This design comes from an exercise in tuning for small area and a short achievable clock period on the open sky130 flow, not from production work. At most, simulation tests tie the RTL to the original design; equivalence was not proved. Only the layout flow was run in runs 2 and 3; the RTL was not checked for function there. Power is estimated from default activity; no workload was simulated.

==> design/flow/design.v <==
`default_nettype none
package ldpc_types_pkg;
    typedef logic signed [8-1:0] llr_t;
    typedef logic [8-1:0] mag_t;
    typedef logic [6-1:0] loc_t;
    typedef struct packed {
        llr_t a0;
        llr_t a1;
        llr_t a2;
        llr_t a3;
        llr_t a4;
        llr_t a5;
    } llr_row_t;
    typedef mag_t [7:0] mag_vec_t;
endpackage
`default_nettype wire
`default_nettype none
package ldpc_axil_pkg;
    typedef logic [31:0] axil_addr_t;
    typedef logic [31:0] axil_data_t;
    typedef logic [1:0]  axil_resp_t;
    localparam axil_resp_t AXIL_OKAY   = 2'd0;
    localparam axil_resp_t AXIL_SLVERR = 2'd2;
    typedef struct packed {
        axil_addr_t awaddr;
        logic       awvalid;
        axil_data_t wdata;
        logic [3:0] wstrb;
        logic       wvalid;
        logic       bready;
        axil_addr_t araddr;
        logic       arvalid;
        logic       rready;
    } axil_req_t;
    typedef struct packed {
        logic       awready;
        logic       wready;
        logic       bvalid;
        axil_resp_t bresp;
        logic       arready;
        logic       rvalid;
        axil_data_t rdata;
        axil_resp_t rresp;
    } axil_rsp_t;
endpackage
`default_nettype wire
`timescale 1ns/10ps
`default_nettype none
module ldpc_add #(
    parameter int WIDTH = 4
) (
    input  wire logic [WIDTH-1:0] i_a,
    input  wire logic [WIDTH-1:0] i_b,
    input  wire logic             i_carry,
    output      logic [WIDTH-1:0] o_sum,
    output      logic             o_carry
);
logic [WIDTH:0] gen;
logic [WIDTH:0] pro;
logic [WIDTH:0] gen_n;
logic [WIDTH:0] pro_n;
always_comb begin
    gen = {i_a & i_b, i_carry};
    pro = {i_a | i_b, 1'b0};
    for (int d = 1; d <= WIDTH; d = d * 2) begin
        gen_n = gen;
        pro_n = pro;
        for (int i = d; i <= WIDTH; i++) begin
            gen_n[i] = gen[i] | (pro[i] & gen[i-d]);
            pro_n[i] = pro[i] & pro[i-d];
        end
        gen = gen_n;
        pro = pro_n;
    end
end
assign o_sum   = i_a ^ (i_b ^ gen[WIDTH-1:0]);
assign o_carry = gen[WIDTH];
endmodule
`default_nettype wire
`timescale 1ns/10ps
`default_nettype none
module ldpc_minsigner (
    input  wire logic        i_clock,
    input  wire logic        i_reset,
    input  wire logic [47:0] i_row,
    input  wire logic        i_valid,
    input  wire logic [8:0]  i_neg_offset,
    output      logic [47:0] o_row,
    output      logic        o_valid,
    output      logic        o_done_early
);
function automatic less8(input [7:0] a, input [7:0] b);
    less8 = 1'b0;
    for (int i = 0; i < 8; i++) begin
        less8 = (~a[i] & b[i]) | ((~a[i] | b[i]) & less8);
    end
endfunction
logic [7:0]  key_in [6];
logic        lt_in  [6][6];    
always_comb begin
    for (int i = 0; i < 6; i++) begin
        key_in[i] = {i_row[(5-i)*8 +: 7] ^ {7{i_row[(5-i)*8+7]}}, i_row[(5-i)*8+7]};
    end
    for (int j = 0; j < 6; j++) begin
        for (int k = 0; k < 6; k++) begin
            lt_in[j][k] = (j > k) ? less8(key_in[j], key_in[k]) : 1'b0;
        end
    end
end
logic [7:0]  key_s1 [6];
logic        lt_s1  [6][6];
always_ff @(posedge i_clock) begin
    for (int i = 0; i < 6; i++) begin
        key_s1[i] <= key_in[i];
    end
    for (int j = 1; j < 6; j++) begin
        for (int k = 0; k < j; k++) begin
            lt_s1[j][k] <= lt_in[j][k];
        end
    end
end
logic [5:0]  beats  [6];
logic [5:0]  is_min;
logic [5:0]  is_sec;
logic [7:0]  min1_key;
logic [7:0]  min2_key;
logic        parity;
always_comb begin
    for (int j = 0; j < 6; j++) begin
        for (int k = 0; k < 6; k++) begin
            if (j == k)     beats[j][k] = 1'b1;
            else if (j > k) beats[j][k] = lt_s1[j][k];
            else            beats[j][k] = ~lt_s1[k][j];
        end
    end
    for (int j = 0; j < 6; j++) begin
        is_min[j] = &beats[j];
    end
    for (int j = 0; j < 6; j++) begin
        is_sec[j] = ~is_min[j] & (&(beats[j] | is_min));
    end
    min1_key = '0;
    min2_key = '0;
    parity   = 1'b0;
    for (int j = 0; j < 6; j++) begin
        min1_key = min1_key | ({8{is_min[j]}} & key_s1[j]);
        min2_key = min2_key | ({8{is_sec[j]}} & key_s1[j]);
        parity   = parity ^ key_s1[j][0];
    end
end
logic [7:0]  key1_s2;
logic [7:0]  key2_s2;
logic [5:0]  loc_s2;
logic [5:0]  sign_s2;
always_ff @(posedge i_clock) begin
    key1_s2 <= min1_key;
    key2_s2 <= min2_key;
    loc_s2  <= is_min;
    for (int i = 0; i < 6; i++) begin
        sign_s2[i] <= parity ^ key_s1[i][0];
    end
end
logic [7:0]  cor1_s3;
logic [7:0]  cor2_s3;
logic [5:0]  loc_s3;
logic [5:0]  sign_s3;
logic [7:0]  sum1;
logic [7:0]  sum2;
logic        carry1;
logic        carry2;
ldpc_add #(.WIDTH(8)) u_add1 (
    .i_a     ({1'b0, key1_s2[7:1]}),
    .i_b     (i_neg_offset[7:0]),
    .i_carry (key1_s2[0]),
    .o_sum   (sum1),
    .o_carry (carry1)
);
ldpc_add #(.WIDTH(8)) u_add2 (
    .i_a     ({1'b0, key2_s2[7:1]}),
    .i_b     (i_neg_offset[7:0]),
    .i_carry (key2_s2[0]),
    .o_sum   (sum2),
    .o_carry (carry2)
);
always_ff @(posedge i_clock) begin
    cor1_s3 <= (i_neg_offset[8] & ~carry1) ? 8'd0 : sum1;
    cor2_s3 <= (i_neg_offset[8] & ~carry2) ? 8'd0 : sum2;
    loc_s3  <= loc_s2;
    sign_s3 <= sign_s2;
end
logic [7:0]  neg1;
logic [7:0]  neg2;
logic [47:0] row_out;
always_comb begin
    neg1 = -cor1_s3;
    neg2 = -cor2_s3;
    for (int i = 0; i < 6; i++) begin
        row_out[(5-i)*8 +: 8] = loc_s3[i] ? (sign_s3[i] ? neg2 : cor2_s3)
                                          : (sign_s3[i] ? neg1 : cor1_s3);
    end
end
always_ff @(posedge i_clock) begin
    o_row <= row_out;
end
logic [2:0]  valid_sr;
always_ff @(posedge i_clock) begin
    if (i_reset) begin
        valid_sr <= '0;
        o_valid  <= 1'b0;
    end else begin
        valid_sr <= {valid_sr[1:0], i_valid};
        o_valid  <= valid_sr[2];
    end
end
assign o_done_early = valid_sr[2];
endmodule
`default_nettype wire
`timescale 1ns/10ps
`default_nettype none
module ldpc_ctrl_regs (
    input  wire logic        i_clock,
    input  wire logic        i_reset,
    input  wire logic [31:0] i_awaddr,
    input  wire logic        i_awvalid,
    output      logic        o_awready,
    input  wire logic [31:0] i_wdata,
    input  wire logic [3:0]  i_wstrb,
    input  wire logic        i_wvalid,
    output      logic        o_wready,
    output      logic        o_bvalid,
    output      logic [1:0]  o_bresp,
    input  wire logic        i_bready,
    input  wire logic [31:0] i_araddr,
    input  wire logic        i_arvalid,
    output      logic        o_arready,
    output      logic        o_rvalid,
    output      logic [31:0] o_rdata,
    output      logic [1:0]  o_rresp,
    input  wire logic        i_rready,
    input  wire logic        i_row_done,
    output      logic [8:0]  o_neg_offset
);
logic        aw_ready;
logic        ar_ready;
logic        b_valid;
logic        r_valid;
logic        r_open;        
logic        b_err;
logic        r_err;
logic        off_wr;        
logic [31:0] r_data;
logic [31:0] row_count;
logic [7:0]  neg_offset;    
logic [7:0]  wr_neg;
logic [7:0]  rd_off;
logic        aw_take;
logic        ar_take;
assign wr_neg = -i_wdata[7:0];
assign rd_off = -neg_offset;
assign aw_take = ~aw_ready & ~b_valid & i_awvalid & i_wvalid;
always_ff @(posedge i_clock) begin
    if (i_reset) begin
        aw_ready <= 1'b0;
        off_wr   <= 1'b0;
        b_valid  <= 1'b0;
    end else begin
        aw_ready <= aw_take;
        off_wr   <= aw_take && i_awaddr == 32'h0000_0000 && i_wstrb[0];
        if (aw_ready) begin
            b_valid <= 1'b1;
        end else if (i_bready) begin
            b_valid <= 1'b0;
        end
    end
end
always_ff @(posedge i_clock) begin
    if (i_reset) begin
        neg_offset <= '0;
    end else if (off_wr) begin
        neg_offset <= wr_neg;
    end
end
always_ff @(posedge i_clock) begin
    if (~b_valid) begin
        b_err <= i_awaddr != 32'h0000_0000;
    end
end
assign ar_take = ~ar_ready & ~r_valid & i_arvalid;
always_ff @(posedge i_clock) begin
    if (i_reset) begin
        ar_ready <= 1'b0;
        r_valid  <= 1'b0;
        r_open   <= 1'b1;
    end else begin
        ar_ready <= ar_take;
        if (ar_ready) begin
            r_valid <= 1'b1;
            r_open  <= 1'b0;
        end else if (i_rready) begin
            r_valid <= 1'b0;
            r_open  <= 1'b1;
        end
    end
end
always_ff @(posedge i_clock) begin
    if (r_open) begin
        r_err <= 1'b0;
        case (i_araddr)
            32'h0000_0000: r_data <= {24'b0, rd_off};
            32'h0000_0004:   r_data <= row_count;
            default: begin
                r_data <= '0;
                r_err  <= 1'b1;
            end
        endcase
    end
end
always_ff @(posedge i_clock) begin
    if (i_reset) begin
        row_count <= '0;
    end else if (i_row_done) begin
        row_count <= row_count + 1'b1;
    end
end
assign o_awready = aw_ready;
assign o_wready  = aw_ready;
assign o_bvalid  = b_valid;
assign o_bresp   = {b_err, 1'b0};
assign o_arready = ar_ready;
assign o_rvalid  = r_valid;
assign o_rdata   = r_data;
assign o_rresp   = {r_err, 1'b0};
assign o_neg_offset = {|neg_offset, neg_offset};
endmodule
`default_nettype wire
`timescale 1ns/10ps
`default_nettype none
module ldpc_check_node (
    input  wire logic        i_clock,
    input  wire logic        i_reset,
    input  wire logic [47:0] i_row,
    input  wire logic        i_valid,
    output      logic [47:0] o_row,
    output      logic        o_valid,
    input  wire logic [31:0] s_axil_awaddr,
    input  wire logic        s_axil_awvalid,
    output      logic        s_axil_awready,
    input  wire logic [31:0] s_axil_wdata,
    input  wire logic [3:0]  s_axil_wstrb,
    input  wire logic        s_axil_wvalid,
    output      logic        s_axil_wready,
    output      logic        s_axil_bvalid,
    output      logic [1:0]  s_axil_bresp,
    input  wire logic        s_axil_bready,
    input  wire logic [31:0] s_axil_araddr,
    input  wire logic        s_axil_arvalid,
    output      logic        s_axil_arready,
    output      logic        s_axil_rvalid,
    output      logic [31:0] s_axil_rdata,
    output      logic [1:0]  s_axil_rresp,
    input  wire logic        s_axil_rready
);
logic [8:0] neg_offset;
logic       row_done;
ldpc_ctrl_regs u_ctrl_regs (
    .i_clock    (i_clock),
    .i_reset    (i_reset),
    .i_awaddr   (s_axil_awaddr),
    .i_awvalid  (s_axil_awvalid),
    .o_awready  (s_axil_awready),
    .i_wdata    (s_axil_wdata),
    .i_wstrb    (s_axil_wstrb),
    .i_wvalid   (s_axil_wvalid),
    .o_wready   (s_axil_wready),
    .o_bvalid   (s_axil_bvalid),
    .o_bresp    (s_axil_bresp),
    .i_bready   (s_axil_bready),
    .i_araddr   (s_axil_araddr),
    .i_arvalid  (s_axil_arvalid),
    .o_arready  (s_axil_arready),
    .o_rvalid   (s_axil_rvalid),
    .o_rdata    (s_axil_rdata),
    .o_rresp    (s_axil_rresp),
    .i_rready   (s_axil_rready),
    .i_row_done (row_done),
    .o_neg_offset (neg_offset)
);
ldpc_minsigner u_minsigner (
    .i_clock  (i_clock),
    .i_reset  (i_reset),
    .i_row    (i_row),
    .i_valid  (i_valid),
    .i_neg_offset (neg_offset),
    .o_row    (o_row),
    .o_valid  (o_valid),
    .o_done_early (row_done)
);
endmodule
`default_nettype wire
==> design/flow/flow/run.sh <==
#!/bin/bash
# Standard layout (the standard.sh, all of ORFS's output in standard.log) with:
#  - the standard flow's synthesis script, ABC mapping with flow/abc_map.script (flow/synth.tcl),
#  - plain buf_1 cells on the ports instead of the clkdlybuf4s50 delay cell that
#    buffer_ports picks by default (the resizer upsizes them where timing needs it),
#  - CTS without dummy loads.
export FLOW_ABC_SCRIPT=$PWD/flow/abc_map.script
export FLOW_SYNTH_TCL=$PWD/synth_recipe.tcl
export BUFFER_PORTS_ARGS="-buffer_cell sky130_fd_sc_hd__buf_1"
export CTS_ARGS="-sink_clustering_enable -repair_clock_nets -sink_clustering_size 16 -sink_clustering_max_diameter 60 -buf_list sky130_fd_sc_hd__clkbuf_8 -dont_use_dummy_load"
bash standard.sh SYNTH_SCRIPT=$PWD/flow/synth.tcl finish > standard.log 2>&1
==> design/flow/flow/abc_map.script <==
strash
ifraig
dch -f
map
topo
stime -c
buffer -c
upsize -c
dnsize -c
==> design/flow/flow/synth.tcl <==
# The standard flow's synthesis script (synth_recipe.tcl, sourced unchanged) with one
# change: ABC maps the logic with abc_map.script (fraig, then the classic
# "map" mapper, with the same sizing steps as ORFS's own scripts) instead of
# ORFS's abc_area.script, which maps with "map -B 0.9". Registers are mapped
# before ABC runs and are untouched by it.
proc abc {args} {
  set i [lsearch $args -script]
  if {$i >= 0} {
    set args [lreplace $args [expr {$i + 1}] [expr {$i + 1}] $::env(FLOW_ABC_SCRIPT)]
  }
  puts "abc with $::env(FLOW_ABC_SCRIPT)"
  yosys abc {*}$args
}
source $::env(FLOW_SYNTH_TCL)
==> design/flow/standard.sh <==
#!/bin/bash
# synth_recipe.tcl (not shown) runs the flow's synth.tcl, then flattens the netlist and writes it again
# the make line also repeats each setting of config.mk as NAME=value (left out here)
make -C /OpenROAD-flow-scripts/flow DESIGN_CONFIG=/design/flow/config.mk WORK_HOME=/design/flow/orfs CLKGATE_MAP_FILE= SYNTH_SCRIPT=/design/flow/synth_recipe.tcl "${@:-finish}"
==> design/flow/config.mk <==
export PLATFORM = sky130hd
export DESIGN_NAME = ldpc_check_node
export DESIGN_NICKNAME = ldpc_check_node
export VERILOG_FILES = /design/flow/design.v
export SDC_FILE = /design/flow/constraint.sdc
export NUM_CORES = 4
export LEC_CHECK = 0
export ABC_AREA = 1
export CAP_MARGIN = 20
export CORE_MARGIN = 2
export CORE_UTILIZATION = 55
export CTS_BUF_LIST = sky130_fd_sc_hd__clkbuf_8
export CTS_CLUSTER_DIAMETER = 60
export CTS_CLUSTER_SIZE = 16
export SETUP_SLACK_MARGIN = 2.1
export SLEW_MARGIN = 20
==> design/flow/constraint.sdc <==
create_clock -name core_clock -period 4.0 [get_ports {i_clock}]
set_input_delay 0.8000 -clock core_clock [delete_from_list [all_inputs] [get_ports {i_clock}]]
set_output_delay 0.8000 -clock core_clock [all_outputs]
set_load 0.01 [all_outputs]
==> results by group, run 1 <==
STA
  – Final worst-path cycle share: ~47%
  – Clock Skew: ~0.028 ns
  – Setup TNS: 0 ns
  – Count of final setup violators: 0
  – Fmax: 532 MHz
  – Measured slew at the worst slew-check pin: between 0.6 and 0.7 ns
  – Hold Vio Cnt, Final: 0
  – Count of pins over their slew limit: 0
  – Min cycle time layout: roughly 1.9 ns
  – RSZ-0062 raised after global routing: true
  – Max_slew headroom: about 55%

GRT
  – Largest net degree at the start of global routing: 33
  – First-pass GRT wire length: 54.1 mm
  – Overall routing resource usage: a little over a quarter
  – Vias in the first global route: ~11,000
  – Initial antenna violation count: 0
  – Global route overflow: 0

Synthesis
  – Adder-Cell Fraction of Synth Area: 0.827%
  – Ys Warns: 8
  – Compound-Gate Fraction of Synth Area: about a fifth
  – Mux contribution to synthesized area: 0%
  – Mapped Cells: 1,633
  – Synth area leaders: dfxtp_1, nand2_1, edfxtp_1
  – Ys async rst share: 0%
  – Post-synthesis sequential area ratio: between 40% and 50%
  – Cell Area, Synth: roughly 12,000 um2
  – Seq cells post-synth: 251
  – Xor/xnor share of the synthesized area: about 3.3%
  – Syn avg cell area: about 7.6 um2
  – Post-Synth Simple-Gate Area: approximately a quarter
  – Post-synth cell types: 62
  – Yosys top cell area share: between 30% and 40%
  – Largest family of logic cells by synthesized area: simple AND/OR/NAND/NOR gates
  – Post-synth top area cell: dfxtp_1
  – Number of synthesized flops with an enable pin: 34
  – Top FF cell, synth: dfxtp_1

Floorplanning
  – Die Y: ~150 um
  – Core Rows: between 50 and 60
  – Ports: between 200 and 250
  – Overall die width: roughly 150 um
  – Core area: roughly 22,000 um2
  – Initial Utilization: between 50% and 60%
  – Die Area: 23,800 um2

Finish
  – Multi-input gate area: around 6500 um2
  – Layout net count: around 2,000
  – Post-route cell area: roughly 14,000 um2
  – # fillers: 1,977
  – Sequential standard cell area: 5380 um2
  – Antenna diode count: 0
  – Share of cells above drive strength 1: under 10%
  – Area Overhead vs Synth: 14.2%

Power and ir drop
  – Peak VDD IR: around 0.29 mV
  – Cell Pwr Density: approximately 440 nW/um2
  – Leak: 5.67 nW

Route
  – DRT Pass-1 Iters: 6
  – Via Count: about 12,000
  – Routed len/inst: 15.9 um
  – Routed Antenna Nets: 0
  – Remaining DRCs: 0
  – Avg Vias per Cell: 5.70
  – Iter 0 DRT Violations: between 800 and 900
  – Final WL: about 34 mm

Worst setup path
  – Startpoint types: input pin
  – CP required: between 4 and 5 ns
  – Crit path DAT: 2.34 ns
  – Crit-path max FO: 15
  – Setup crit end kind: register
  – Setup CP Type: input pin to register

CTS
  – CTS HTree Levels: 1
  – TritonCTS clock tree: done
  – Clock buffer depth: 3
  – Root Driver: clkbuf_8
  – Num CTS Buffers: 21
  – Clk pin slew, worst setup/hold paths: roughly 0.09 ns
  – Worst-skew pair later-pin latency: about 0.53 ns
  – CTS sink count: around 250
  – Hold_buf cts: 0

Outcome
  – Status: finished clean

Placement
  – GPL Wtd Cong: 0.944
  – Hpwl dp: approximately 25 mm
  – IO buf count: roughly 220
  – Post-DP Area: roughly 13,000 um2

Flow run
  – Max-cap viol count: 0

Worst hold path
  – Hold WC Path Type: register to register
[stage by stage]
stage | util [%] | instances | worst slack (ns) | total power [W] | hold WS [ns]
floorplan | - | 1634 | 2.05 | 0.00438 | 0.310
global placement | 61.0 | 2073 | 1.11 | 0.00494 | 0.312
detailed placement | 61.0 | 2073 | 1.07 | 0.00497 | 0.312
CTS | 62.8 | 2101 | 2.05 | 0.00616 | 0.300
global route | 64.6 | 2115 | 2.03 | 0.00659 | 0.299
finish | 64.6 | 2115 | 2.12 | 0.00621 | 0.306
[flip-flops by register name, indices dropped and copies added, names as in the netlist, 3 cells and up]
register and cells:
u_minsigner.key_s1 48, u_minsigner.o_row 48, u_ctrl_regs.r_data 32, u_ctrl_regs.row_count 32
u_minsigner.lt_s1 15, u_ctrl_regs.neg_offset 8, u_minsigner.cor1_s3 8, u_minsigner.cor2_s3 8
u_minsigner.key1_s2 8, u_minsigner.key2_s2 8, u_minsigner.loc_s2 6, u_minsigner.loc_s3 6
u_minsigner.sign_s2 6, u_minsigner.sign_s3 6, u_minsigner.valid_sr 3
[metal layers]
| metal | global-route usage (%) | up-vias | share of wire [%] |
|---|---|---|---|
| met5 | 0 | - | 0 |
| met4 | 11.3 | 0 | 4.1 |
| met3 | 2.94 | 101 | 5.7 |
| met2 | 48.7 | 465 | 49 |
| met1 | 34.1 | 5491 | 41 |
| li1 | - | 6004 | - |
[Yosys cell counts (34+ instances only)]
cell type  instances
o22ai_1           44
dfxtp_1          217
a22oi_1           68
nand4_1           34
inv_1            154
nand2_1          283
o21ai_0          124
nor2_1           151
a21oi_1          131
xor2_1            34
clkbuf_1          36
nand3_1           99
edfxtp_1          34
[power by group]
| part | total, W | internal [W] | switching [W] |
|---|---|---|---|
| clock | 0.00120 | 0.000471 | 0.000733 |
| sequential | 0.00317 | 0.00295 | 0.000216 |
| combinational | 0.00184 | 0.000607 | 0.00123 |
[worst paths after layout]
check / end / slack (ns) / cells past startpoint / from
max reg2reg: u_minsigner.cor2_s3[5]$_SDFF_PP0_ / 2.14 / 9 / u_minsigner.key2_s2[1]$_DFF_P_
max: u_minsigner.lt_s1[32]$_DFF_P_ / 2.12 / 9 / i_row[7]
min reg2reg: u_minsigner.sign_s3[0]$_DFF_P_ / 0.31 / 0 / u_minsigner.sign_s2[0]$_DFF_P_
min: u_minsigner.sign_s3[0]$_DFF_P_ / 0.31 / 0 / u_minsigner.sign_s2[0]$_DFF_P_
[critical path: stages]
cell and delay (ns):
clkbuf_4 0.20, or2_2 0.31, nand2_1 0.20, inv_2 0.13
o22ai_1 0.16, a21oi_1 0.10, o21ai_1 0.19, o221ai_1 0.13
o21ai_0 0.10
[cells by family after synthesis]
group / after synthesis
buf+inv: 227
fa+ha+maj: 7
simple gates: 672
flops: 251
xor+xnor: 46
compound gates: 429
other cells: 1
[cell usage in the layout (no fill, tap or decap), types with 5 or more instances in the layout]
cell | Yosys | final
nand2_1 | 283 | 272
dfxtp_1 | 217 | 209
buf_1 | 1 | 203
nor2_1 | 151 | 146
inv_1 | 154 | 144
a21oi_1 | 131 | 131
o21ai_0 | 124 | 115
nand3_1 | 99 | 96
a22oi_1 | 68 | 64
o22ai_1 | 44 | 44
nand4_1 | 34 | 34
edfxtp_1 | 34 | 34
buf_4 | 11 | 29
or2_2 | 30 | 26
xor2_1 | 34 | 23
nor3_1 | 24 | 22
clkbuf_8 | 0 | 21
nor4_1 | 18 | 16
o211ai_1 | 16 | 16
o221ai_1 | 13 | 13
xor2_2 | 0 | 11
o21ai_1 | 2 | 10
inv_2 | 3 | 9
a31oi_1 | 8 | 8
nand2_2 | 2 | 8
xnor2_1 | 11 | 8
clkinv_1 | 7 | 7
clkbuf_2 | 1 | 6
nor2_2 | 1 | 5
nand2_4 | 0 | 5
or2_4 | 0 | 5
a211oi_1 | 6 | 5
ha_1 | 5 | 5
dfxtp_2 | 0 | 5
[layout make-up]
cell class | count | area share [%]
multi-input combinational | 1156 | 45.5
sequential | 251 | 38.0
timing repair buffer | 243 | 7.55
inverter | 164 | 4.45
tap | 280 | 2.47
clock buffer | 21 | 2.04
[repair_timing]
item / 4_1_cts / 5_1_grt
pin swaps: 5 / 16
setup endpoints to repair: 44 / 65
gates resized for setup: 35 / 77
setup buffers: 7 / 14
==> run 2: changes to the inputs <==
--- a/design/flow/design.v
+++ b/design/flow/design.v
@@ -149,41 +149,65 @@
     end
 end
-logic [7:0]  key1_s2;
-logic [7:0]  key2_s2;
+logic [4:0]  lo1;
+logic [4:0]  lo2;
+logic [4:0]  lo1_s2;           
+logic [4:0]  lo2_s2;
+logic [2:0]  hi1_s2;           
+logic [2:0]  hi2_s2;
+logic [4:0]  noff_hi_s2;       
 logic [5:0]  loc_s2;
 logic [5:0]  sign_s2;
+ldpc_add #(.WIDTH(4)) u_lo1 (
+    .i_a     (min1_key[4:1]),
+    .i_b     (i_neg_offset[3:0]),
+    .i_carry (min1_key[0]),
+    .o_sum   (lo1[3:0]),
+    .o_carry (lo1[4])
+);
+ldpc_add #(.WIDTH(4)) u_lo2 (
+    .i_a     (min2_key[4:1]),
+    .i_b     (i_neg_offset[3:0]),
+    .i_carry (min2_key[0]),
+    .o_sum   (lo2[3:0]),
+    .o_carry (lo2[4])
+);
 always_ff @(posedge i_clock) begin
-    key1_s2 <= min1_key;
-    key2_s2 <= min2_key;
-    loc_s2  <= is_min;
+    lo1_s2     <= lo1;
+    lo2_s2     <= lo2;
+    hi1_s2     <= min1_key[7:5];
+    hi2_s2     <= min2_key[7:5];
+    noff_hi_s2 <= i_neg_offset[8:4];
+    loc_s2     <= is_min;
     for (int i = 0; i < 6; i++) begin
         sign_s2[i] <= parity ^ key_s1[i][0];
     end
 end
+logic [4:0]  hi1;
+logic [4:0]  hi2;
 logic [7:0]  cor1_s3;
 logic [7:0]  cor2_s3;
 logic [5:0]  loc_s3;
 logic [5:0]  sign_s3;
-logic [7:0]  sum1;
-logic [7:0]  sum2;
-logic        carry1;
-logic        carry2;
-ldpc_add #(.WIDTH(8)) u_add1 (
-    .i_a     ({1'b0, key1_s2[7:1]}),
-    .i_b     (i_neg_offset[7:0]),
-    .i_carry (key1_s2[0]),
-    .o_sum   (sum1),
-    .o_carry (carry1)
+logic        hi1_carry;
+logic        hi2_carry;
+ldpc_add #(.WIDTH(4)) u_hi1 (
+    .i_a     ({1'b0, hi1_s2}),
+    .i_b     (noff_hi_s2[3:0]),
+    .i_carry (lo1_s2[4]),
+    .o_sum   (hi1[3:0]),
+    .o_carry (hi1_carry)
 );
-ldpc_add #(.WIDTH(8)) u_add2 (
-    .i_a     ({1'b0, key2_s2[7:1]}),
-    .i_b     (i_neg_offset[7:0]),
-    .i_carry (key2_s2[0]),
-    .o_sum   (sum2),
-    .o_carry (carry2)
+ldpc_add #(.WIDTH(4)) u_hi2 (
+    .i_a     ({1'b0, hi2_s2}),
+    .i_b     (noff_hi_s2[3:0]),
+    .i_carry (lo2_s2[4]),
+    .o_sum   (hi2[3:0]),
+    .o_carry (hi2_carry)
 );
+assign hi1[4] = noff_hi_s2[4] & ~hi1_carry;
+assign hi2[4] = noff_hi_s2[4] & ~hi2_carry;
 always_ff @(posedge i_clock) begin
-    cor1_s3 <= (i_neg_offset[8] & ~carry1) ? 8'd0 : sum1;
-    cor2_s3 <= (i_neg_offset[8] & ~carry2) ? 8'd0 : sum2;
+    cor1_s3 <= hi1[4] ? 8'd0 : {hi1[3:0], lo1_s2[3:0]};
+    cor2_s3 <= hi2[4] ? 8'd0 : {hi2[3:0], lo2_s2[3:0]};
     loc_s3  <= loc_s2;
     sign_s3 <= sign_s2;
==> design/flow/flow/run.sh (replaced) <==
#!/bin/bash
# Standard layout (the standard.sh, all of ORFS's output in standard.log) with:
#  - plain buf_1 cells on the ports instead of the clkdlybuf4s50 delay cell that
#    buffer_ports picks by default (the resizer upsizes them where timing needs it),
#  - CTS without dummy loads.
export BUFFER_PORTS_ARGS="-buffer_cell sky130_fd_sc_hd__buf_1"
export CTS_ARGS="-sink_clustering_enable -repair_clock_nets -sink_clustering_size 16 -sink_clustering_max_diameter 60 -buf_list sky130_fd_sc_hd__clkbuf_8 -dont_use_dummy_load"
bash standard.sh > standard.log 2>&1
removed: design/flow/flow/abc_map.script
removed: design/flow/flow/synth.tcl
==> run 2 against run 1 <==
Net effect: register-to-register slack lost 0.23 ns; critical path depth grew 6; first-iteration DRC count grew 15%; sequential power grew 9.1%; final cell count grew 6.2%; global-route usage grew 0.69 points; largest cell class unchanged.
==> results by group, run 2 <==
GRT
  – Initial antenna violation count: 0 (unchanged)
  – First-pass GRT wire length: 55.3 mm (was 54.1 mm)
  – Vias in the first global route: 11,000 (was 11,100)
  – Global route overflow: 0 (unchanged)
  – Largest net degree at the start of global routing: 34 (was 33)
  – Overall routing resource usage: 28.1% (was 27.4%)

STA
  – Setup TNS: 0 ns (unchanged)
  – Min cycle time layout: 2.09 ns (was 1.88 ns)
  – Max_slew headroom: 58.9% (was 55.0%)
  – Measured slew at the worst slew-check pin: 0.616 ns (was 0.674 ns)
  – Clock Skew: 0.0701 ns (was 0.0284 ns)
  – Final worst-path cycle share: 52.3% (was 47.0%)
  – Hold Vio Cnt, Final: 0 (unchanged)
  – Count of final setup violators: 0 (unchanged)
  – Fmax: 478 MHz (was 532 MHz)
  – RSZ-0062 raised after global routing: true (unchanged)
  – Count of pins over their slew limit: 0 (unchanged)

Synthesis
  – Post-synth top area cell: dfxtp_1 (unchanged)
  – Ys Warns: 8 (unchanged)
  – Top-count cell post-synth: nand2_1 (unchanged)
  – Seq cells post-synth: 256 (was 251)
  – Post-synth cell types: 59 (was 62)
  – Cell Area, Synth: 12,700 um2 (was 12,400 um2)
  – Syn avg cell area: 7.52 um2 (was 7.60 um2)
  – Mapped Cells: 1,692 (was 1,633)
  – Number of synthesized flops with an enable pin: 34 (unchanged)
  – Ys async rst share: 0% (unchanged)
  – Post-synthesis sequential area ratio: 43.0% (was 43.2%)
  – Yosys top cell area share: 34.9% (was 35.0%)
  – Synth top cells by count: nand2_1, inv_1, dfxtp_1, nor2_1, o21ai_0 (was nand2_1, dfxtp_1, inv_1, nor2_1, a21oi_1)
  – Synth area leaders: dfxtp_1, nand2_1, edfxtp_1 (unchanged)
  – Top FF cell, synth: dfxtp_1 (unchanged)

CTS
  – Root Driver: clkbuf_8 (unchanged)
  – CTS sink count: 256 (was 251)
  – Num CTS Buffers: 23 (was 21)
  – Clock buffer depth: 3 (unchanged)
  – CTS HTree Levels: 1 (unchanged)
  – Clk pin slew, worst setup/hold paths: 0.08 ns (was 0.09 ns)
  – TritonCTS clock tree: done (unchanged)
  – Worst-skew pair later-pin latency: 0.55 ns (was 0.53 ns)

Worst setup path
  – Setup crit end kind: register (unchanged)
  – Crit path DAT: 2.51 ns (was 2.34 ns)
  – Startpoint types: register (was input pin)
  – Setup CP Type: register to register (was input pin to register)
  – CP required: 4.42 ns (was 4.45 ns)
  – Crit-path max FO: 4 (was 15)

Power and ir drop
  – Clock Power Share: 17.0% (was 19.4%)
  – Reg power frac: 45.3% (was 51.0%)
  – Internal power: 0.00470 W (was 0.00403 W)
  – Switching pwr: 0.00294 W (was 0.00218 W)
  – Combinational share of power: 37.6% (was 29.6%)
  – Leak: 6.63 nW (was 5.67 nW)
  – Switch share: 38.5% (was 35.1%)
  – Peak VDD IR: 0.291 mV (was 0.293 mV)
  – Cell Pwr Density: 484 nW/um2 (was 438 nW/um2)

Finish
  – Biggest regs: u_minsigner.key_s1: 48 flops, u_minsigner.o_row: 48 flops (unchanged)
  – Commonest non-fill, non-tap cell in the layout: nand2_1 (unchanged)
  – Layout net count: 2,129 (was 2,000)
  – Most frequent cells in the layout: nand2_1, inv_1, dfxtp_1, buf_1, nor2_1 (was nand2_1, dfxtp_1, buf_1, nor2_1, inv_1)
  – Area Overhead vs Synth: 24.0% (was 14.2%)
  – Post-route cell area: 15,800 um2 (was 14,200 um2)
  – Share of cells above drive strength 1: 19.2% (was 9.97%)
  – Antenna diode count: 0 (unchanged)

Outcome
  – Status: finished clean (unchanged)

Route
  – Routed len/inst: 16.2 um (was 15.9 um)
  – Iter 0 DRT Violations: 926 (was 802)
  – Final WL: 36.4 mm (was 33.6 mm)
  – Remaining DRCs: 0 (unchanged)
  – Avg Vias per Cell: 5.50 (was 5.70)
  – Routed Antenna Nets: 0 (unchanged)
  – Via Count: 12,400 (was 12,100)
  – DRT Pass-1 Iters: 5 (was 6)

Floorplanning
  – Ports: 246 (unchanged)
  – Core area: 22,600 um2 (was 22,000 um2)
  – Initial Utilization: 56.2% (was 56.5%)
  – Die Area: 24,400 um2 (was 23,800 um2)
  – Core Rows: 55 (was 54)
  – Die Y: 156 um (was 154 um)
  – Overall die width: 156 um (was 154 um)

Placement
  – IO buf count: 216 (unchanged)
  – Post-DP Area: 14,000 um2 (was 13,400 um2)
  – GPL Wtd Cong: 0.960 (was 0.944)
  – Hpwl dp: 26.6 mm (was 25.5 mm)

Flow run
  – Max-cap viol count: 0 (unchanged)

Worst hold path
  – Hold WC Path Type: register to register (unchanged)
-- run 2: cell types whose count changed in the layout (fill, tap and decap cells not counted), moves of 25 or more --
cell     previous run  this run
o22ai_1            44        70
a22oi_1            64         1
nand2_1           272       247
buf_4              29        55
inv_1             144       204
o21ai_0           115       161
nor2_1            146       186
a21oi_1           131        69
nand3_1            96        68
-- run 2: worst max-delay path: stages (launching register included) --
cell,delay [ns]
dfxtp_4,0.38
nor2_4,0.15
nand2_1,0.08
nand2_1,0.12
nand2_4,0.09
inv_1,0.11
nand3_4,0.11
nor2_4,0.20
a21oi_4,0.09
nand2_2,0.11
fa_2,0.24
nand2_1,0.06
nand3_1,0.06
nand3_1,0.07
nand2_1,0.09
inv_1,0.04
-- run 2: kinds of logic after synthesis --
kind of cell	count (synthesis)	synth area share, %
simple gates	671	23.4
compound gates	380	16.9
buf+inv	292	9.09
flops	256	43.0
xor+xnor	83	6.57
fa+ha+maj	9	1.12
other cells	1	0.0295
-- run 2: metal layers --
layer  up-vias  global-route usage (%)  share of wire [%]
met3        86                    2.97                6.8
met5         -                       0                  0
met4         0                    9.57                2.9
met2       546                    46.5                 47
li1       6125                       -                  -
met1      5612                    38.7                 43
-- run 2: area by class of cell --
| class | instances | area, um2 |
|---|---|---|
| tap | 285 | 357 |
| clock buffer | 23 | 317 |
| inverter | 247 | 968 |
| fill | 1895 | 6860 |
| timing repair buffer | 289 | 1510 |
| sequential | 256 | 5520 |
| multi-input combinational | 1147 | 7110 |
-- run 2: worst paths after layout --
kind | startpoint | endpoint | slack (ns) | depth (start not counted)
min | u_minsigner.loc_s2[5]$_DFF_P_ | u_minsigner.loc_s3[5]$_DFF_P_ | 0.33 | 0
min reg2reg | u_minsigner.loc_s2[5]$_DFF_P_ | u_minsigner.loc_s3[5]$_DFF_P_ | 0.33 | 0
max | u_minsigner.lt_s1[24]$_DFF_P_ | u_minsigner.lo2_s2[3]$_DFF_P_ | 1.91 | 15
max reg2reg | u_minsigner.lt_s1[24]$_DFF_P_ | u_minsigner.lo2_s2[3]$_DFF_P_ | 1.91 | 15
-- run 2: what timing repair did --
action                                  4_1_cts  5_1_grt
resized for setup                            89      185
buffers inserted                             33       31
endpoints found under the setup margin       75      129
pin swaps                                    30       55
hold buffers                                  0        0
gates cloned                                  0        2
-- run 2: power groups by stage --
stage / registers [W] / clock network (W) / logic (W)
2_1_floorplan: 0.00346 / 0 / 0.00172
3_3_place_gp: 0.00346 / 0 / 0.00244
3_5_place_dp: 0.00348 / 0 / 0.00249
4_1_cts: 0.00343 / 0.00132 / 0.00265
5_1_grt: 0.00352 / 0.00142 / 0.00317
6_report: 0.00346 / 0.00130 / 0.00288
-- run 2: per-stage QoR --
step	std cells	utilization, %	total power (W)	hold slack [ns]	setup WS (ns)
6_report	2247	69.7	0.00764	0.331	1.91
5_1_grt	2247	69.7	0.00812	0.340	1.76
4_1_cts	2214	65.6	0.00740	0.332	1.93
3_5_place_dp	2158	61.6	0.00596	0.312	1.19
3_3_place_gp	2158	61.6	0.00591	0.311	1.16
2_1_floorplan	1693	-	0.00518	0.310	1.93
==> run 3: changes to the inputs <==
--- a/design/flow/design.v
+++ b/design/flow/design.v
@@ -125,4 +125,7 @@
 logic [7:0]  min1_key;
 logic [7:0]  min2_key;
+logic [4:0]  lo_key [6];       
+logic [4:0]  min1_lo;
+logic [4:0]  min2_lo;
 logic        parity;
 always_comb begin
@@ -142,13 +145,24 @@
     min1_key = '0;
     min2_key = '0;
+    min1_lo  = '0;
+    min2_lo  = '0;
     parity   = 1'b0;
     for (int j = 0; j < 6; j++) begin
         min1_key = min1_key | ({8{is_min[j]}} & key_s1[j]);
         min2_key = min2_key | ({8{is_sec[j]}} & key_s1[j]);
+        min1_lo  = min1_lo  | ({5{is_min[j]}} & lo_key[j]);
+        min2_lo  = min2_lo  | ({5{is_sec[j]}} & lo_key[j]);
         parity   = parity ^ key_s1[j][0];
     end
 end
-logic [4:0]  lo1;
-logic [4:0]  lo2;
+for (genvar j = 0; j < 6; j++) begin : g_lo
+    ldpc_add #(.WIDTH(4)) u_lo (
+        .i_a     (key_s1[j][4:1]),
+        .i_b     (i_neg_offset[3:0]),
+        .i_carry (key_s1[j][0]),
+        .o_sum   (lo_key[j][3:0]),
+        .o_carry (lo_key[j][4])
+    );
+end
 logic [4:0]  lo1_s2;           
 logic [4:0]  lo2_s2;
@@ -158,21 +172,7 @@
 logic [5:0]  loc_s2;
 logic [5:0]  sign_s2;
-ldpc_add #(.WIDTH(4)) u_lo1 (
-    .i_a     (min1_key[4:1]),
-    .i_b     (i_neg_offset[3:0]),
-    .i_carry (min1_key[0]),
-    .o_sum   (lo1[3:0]),
-    .o_carry (lo1[4])
-);
-ldpc_add #(.WIDTH(4)) u_lo2 (
-    .i_a     (min2_key[4:1]),
-    .i_b     (i_neg_offset[3:0]),
-    .i_carry (min2_key[0]),
-    .o_sum   (lo2[3:0]),
-    .o_carry (lo2[4])
-);
 always_ff @(posedge i_clock) begin
-    lo1_s2     <= lo1;
-    lo2_s2     <= lo2;
+    lo1_s2     <= min1_lo;
+    lo2_s2     <= min2_lo;
     hi1_s2     <= min1_key[7:5];
     hi2_s2     <= min2_key[7:5];
==> run 3 against run 2 <==
Net effect: still clean; maximum frequency grew 10%; hold slack lost 0.043 ns; combinational power shrank 18%; register-to-register slack gained 0.19 ns; global-route usage shrank 0.62 points; non-clock buffer count shrank 49; synthesized cell count grew 15%; die area grew 7.4%; count of clock-buffer cells in the layout shrank 1; sequential power shrank 3%; via count grew 5.7%; critical path type unchanged; critical endpoint is now u_minsigner.lo2_s2[1]$_DFF_P_; highest routed layer unchanged.
==> results by group, run 3 <==
Synthesis
  – Yosys top cell area share: 32.5% (was 34.9%)
  – Number of synthesized flops with an enable pin: 34 (unchanged)
  – Top-count cell post-synth: nand2_1 (unchanged)
  – Syn avg cell area: 7.03 um2 (was 7.52 um2)
  – Ys Warns: 14 (was 8)
  – Synth top cells by count: nand2_1, inv_1, nor2_1, dfxtp_1, o21ai_0 (was nand2_1, inv_1, dfxtp_1, nor2_1, o21ai_0)
  – Cell Area, Synth: 13,700 um2 (was 12,700 um2)
  – Synth area leaders: dfxtp_1, nand2_1, edfxtp_1 (unchanged)
  – Mapped Cells: 1,947 (was 1,692)
  – Top FF cell, synth: dfxtp_1 (unchanged)
  – Seq cells post-synth: 256 (unchanged)
  – Post-synth top area cell: dfxtp_1 (unchanged)
  – Ys async rst share: 0% (unchanged)
  – Post-synth cell types: 49 (was 59)
  – Post-synthesis sequential area ratio: 39.9% (was 43.0%)

STA
  – Post-route setup slack: 2.10 ns (was 1.91 ns)
  – RSZ-0062 raised after global routing: true (unchanged)
  – Clock Skew: 0.0408 ns (was 0.0701 ns)
  – Setup TNS: 0 ns (unchanged)
  – Measured slew at the worst slew-check pin: 0.766 ns (was 0.616 ns)
  – Final worst-path cycle share: 47.5% (was 52.3%)
  – Min cycle time layout: 1.90 ns (was 2.09 ns)
  – Count of final setup violators: 0 (unchanged)
  – Max_slew headroom: 48.6% (was 58.9%)
  – Fmax: 527 MHz (was 478 MHz)
  – Count of pins over their slew limit: 0 (unchanged)
  – Hold Vio Cnt, Final: 0 (unchanged)

Route
  – Remaining DRCs: 0 (unchanged)
  – Routed len/inst: 14.8 um (was 16.2 um)
  – Routed Antenna Nets: 0 (unchanged)
  – Iter 0 DRT Violations: 1,120 (was 926)
  – Final WL: 36.8 mm (was 36.4 mm)
  – Via Count: 13,100 (was 12,400)
  – DRT Pass-1 Iters: 6 (was 5)
  – Avg Vias per Cell: 5.27 (was 5.50)

Finish
  – Biggest regs: u_minsigner.key_s1: 48 flops, u_minsigner.o_row: 48 flops (unchanged)
  – Post-route cell area: 15,500 um2 (was 15,800 um2)
  – Commonest non-fill, non-tap cell in the layout: nand2_1 (unchanged)
  – Fin util: 63.6% (was 69.7%)
  – Share of cells above drive strength 1: 8.21% (was 19.2%)
  – Most frequent cells in the layout: nand2_1, inv_1, nor2_1, dfxtp_1, buf_1 (was nand2_1, inv_1, dfxtp_1, buf_1, nor2_1)
  – Area Overhead vs Synth: 13.2% (was 24.0%)
  – Antenna diode count: 0 (unchanged)
  – Layout net count: 2,326 (was 2,129)

Worst setup path
  – CP bufs+invs: 1 (was 2)
  – Number of stages on the worst setup path: 8 (was 15)
  – Most common cell on crit path: nand2_1 (unchanged)
  – Critical path's top delay family: XOR/XNOR gates (was simple AND/OR/NAND/NOR gates)
  – Setup CP Type: register to register (unchanged)
  – CP required: 4.48 ns (was 4.42 ns)
  – CP max-delay cell: fa_1 (was dfxtp_4)
  – Crit-path max cell delay: 0.46 ns (was 0.38 ns)
  – Startpoint types: register (unchanged)
  – Reg2Reg Depth: 8 (was 15)
  – Crit path DAT: 2.38 ns (was 2.51 ns)
  – Crit-path max FO: 8 (was 4)
  – Cells along the critical path: buf_4 > fa_1 > xnor2_1 > xor2_1 > nand3_1 > nand2_1 > nor2_1 > nand2_1 (was nor2_4 > nand2_1 > nand2_1 > nand2_4 > inv_1 > nand3_4 > nor2_4 > a21oi_4 > nand2_2 > fa_2 > nand2_1 > nand3_1 > nand3_1 > nand2_1 > inv_1)
  – Setup crit end kind: register (unchanged)

Placement
  – Hpwl dp: 28.3 mm (was 26.6 mm)
  – IO buf count: 216 (unchanged)
  – GPL Wtd Cong: 0.939 (was 0.960)
  – Post-DP Area: 14,700 um2 (was 14,000 um2)
  – Pre-CTS setup slack: 1.21 ns (was 1.19 ns)

GRT
  – Vias in the first global route: 12,000 (was 11,000)
  – Global route overflow: 0 (unchanged)
  – Largest net degree at the start of global routing: 35 (was 34)
  – Overall routing resource usage: 27.5% (was 28.1%)
  – Initial antenna violation count: 0 (unchanged)
  – First-pass GRT wire length: 58.8 mm (was 55.3 mm)

Floorplanning
  – Die Area: 26,200 um2 (was 24,400 um2)
  – Core area: 24,400 um2 (was 22,600 um2)
  – Ports: 246 (unchanged)
  – Overall die width: 162 um (was 156 um)
  – Die Y: 162 um (was 156 um)
  – Initial Utilization: 56.1% (was 56.2%)
  – Core Rows: 57 (was 55)

Worst hold path
  – Hold WC Path Type: register to register (unchanged)
  – Min-Delay Path Depth: 0 (unchanged)

Power and ir drop
  – Peak VDD IR: 0.332 mV (was 0.291 mV)
  – Leak: 6.87 nW (was 6.63 nW)
  – Cell Pwr Density: 448 nW/um2 (was 484 nW/um2)

CTS
  – Clk pin slew, worst setup/hold paths: 0.09 ns (was 0.08 ns)
  – Worst-skew pair later-pin latency: 0.53 ns (was 0.55 ns)
  – Hold_buf cts: 0 (unchanged)
  – CTS sink count: 256 (unchanged)
  – Root Driver: clkbuf_8 (unchanged)
  – TritonCTS clock tree: done (unchanged)
  – Clock buffer depth: 3 (unchanged)
  – Num CTS Buffers: 22 (was 23)
  – CTS HTree Levels: 1 (unchanged)

Flow run
  – Max-cap viol count: 0 (unchanged)

Outcome
  – Status: finished clean (unchanged)
## run 3: cell families (layout without fill, tap and decap cells)
| family | after synthesis | in the layout | share of synthesized area (%) |
|---|---|---|---|
| buffers and inverters | 352 | 559 | 10.1 |
| adder cells (fa/ha/maj) | 13 | 13 | 1.63 |
| flip-flops | 256 | 256 | 39.9 |
| AO/OA/AOI/OAI | 353 | 353 | 14.2 |
| XOR/XNOR | 97 | 97 | 7.49 |
| other | 1 | 2 | 0.0274 |
| AND/OR/NAND/NOR | 875 | 875 | 26.6 |
## run 3: timing repair
item                                    CTS  global route
pin swaps                                 1            12
endpoints found under the setup margin   32            58
gates cloned                              0             0
resized for setup                        15            69
setup buffers                             4            11
## run 3: per-layer routing
layer  GRT usage (%)  routed length [um]  up-vias
met2            50.0               18100      491
met4            10.3                1210        0
met3            2.63                2190       91
li1                -                   -     6650
met1            33.7               15300     5843
met5               0                   0        -
## run 3: layout make-up
| class | count | area (um2) |
|---|---|---|
| flip-flops and latches | 256 | 5480 |
| repair buffers | 240 | 1020 |
| fillers | 2259 | 8890 |
| multi-input cells | 1340 | 7170 |
| inverters | 297 | 1120 |
| well taps | 324 | 405 |
| clock buffers | 22 | 303 |
## run 3: worst paths after layout
path,slack [ns],endpoint,startpoint
max,2.10,u_minsigner.lo2_s2[1]$_DFF_P_,u_ctrl_regs.neg_offset[0]$_SDFFE_PP0P_
min,0.29,u_minsigner.loc_s3[3]$_DFF_P_,u_minsigner.loc_s2[3]$_DFF_P_
max reg2reg,2.10,u_minsigner.lo2_s2[1]$_DFF_P_,u_ctrl_regs.neg_offset[0]$_SDFFE_PP0P_
min reg2reg,0.29,u_minsigner.loc_s3[3]$_DFF_P_,u_minsigner.loc_s2[3]$_DFF_P_
## run 3: worst reg2reg max path: stages, from the launching register on
cell and delay (ns):
dfxtp_4 0.40, buf_4 0.15, fa_1 0.46, xnor2_1 0.18, xor2_1 0.38, nand3_1 0.13, nand2_1 0.07, nor2_1 0.04
nand2_1 0.05
## run 3: power by group
part | total (W) | switching (W) | internal, W
Combinational | 0.00236 | 0.00156 | 0.000798
Clock | 0.00124 | 0.000748 | 0.000491
Sequential | 0.00335 | 0.000313 | 0.00303
Total | 0.00695 | 0.00263 | 0.00432
## run 3: through the flow
stage | hold WS [ns] | total power (W) | std cells
CTS | 0.292 | 0.00686 | 2468
detailed placement | 0.312 | 0.00562 | 2442
floorplan | 0.310 | 0.00487 | 1948
global route | 0.294 | 0.00740 | 2479
finish | 0.288 | 0.00695 | 2479
global placement | 0.313 | 0.00556 | 2442

## port drivers added, routing unchanged
No port has a modelled driver above. Below, the same layouts with a new extraction and two added sets of constraints.
Step 1 (the two cells are an assumption about what drives the block):
set clk [get_ports {i_clock}]
set_driving_cell -lib_cell sky130_fd_sc_hd__clkbuf_16 $clk
set_driving_cell -lib_cell sky130_fd_sc_hd__buf_2 [delete_from_list [all_inputs] $clk]
Step 2 adds t to the input delays and takes it off the output delays; t is the mean of the earliest and latest rising clock arrival at the registers after step 1. Input paths then give back, and output paths get back, about the clock's delay inside the block.
Three values: ideal, step 1, step 2; two values: the first two.
run	t, ns	setup slack, ns	worst hold slack (ns)	worst setup path after step 2	latest minus earliest clock arrival (ns)
run 1	0.564	2.119 / 2.076 / 1.582	0.306 / 0.306 / 0.306	input to register	0.031 / 0.032
run 2	0.566	1.908 / 1.908 / 1.584	0.331 / 0.331 / 0.331	input to register	0.071 / 0.071
run 3	0.561	2.101 / 2.063 / 1.651	0.288 / 0.288 / 0.288	input to register	0.050 / 0.050
After both steps setup and hold are still met in every run listed. The setup slack of run 1, which loses most, moves by -0.043 ns with the drivers and by -0.537 ns with both steps.
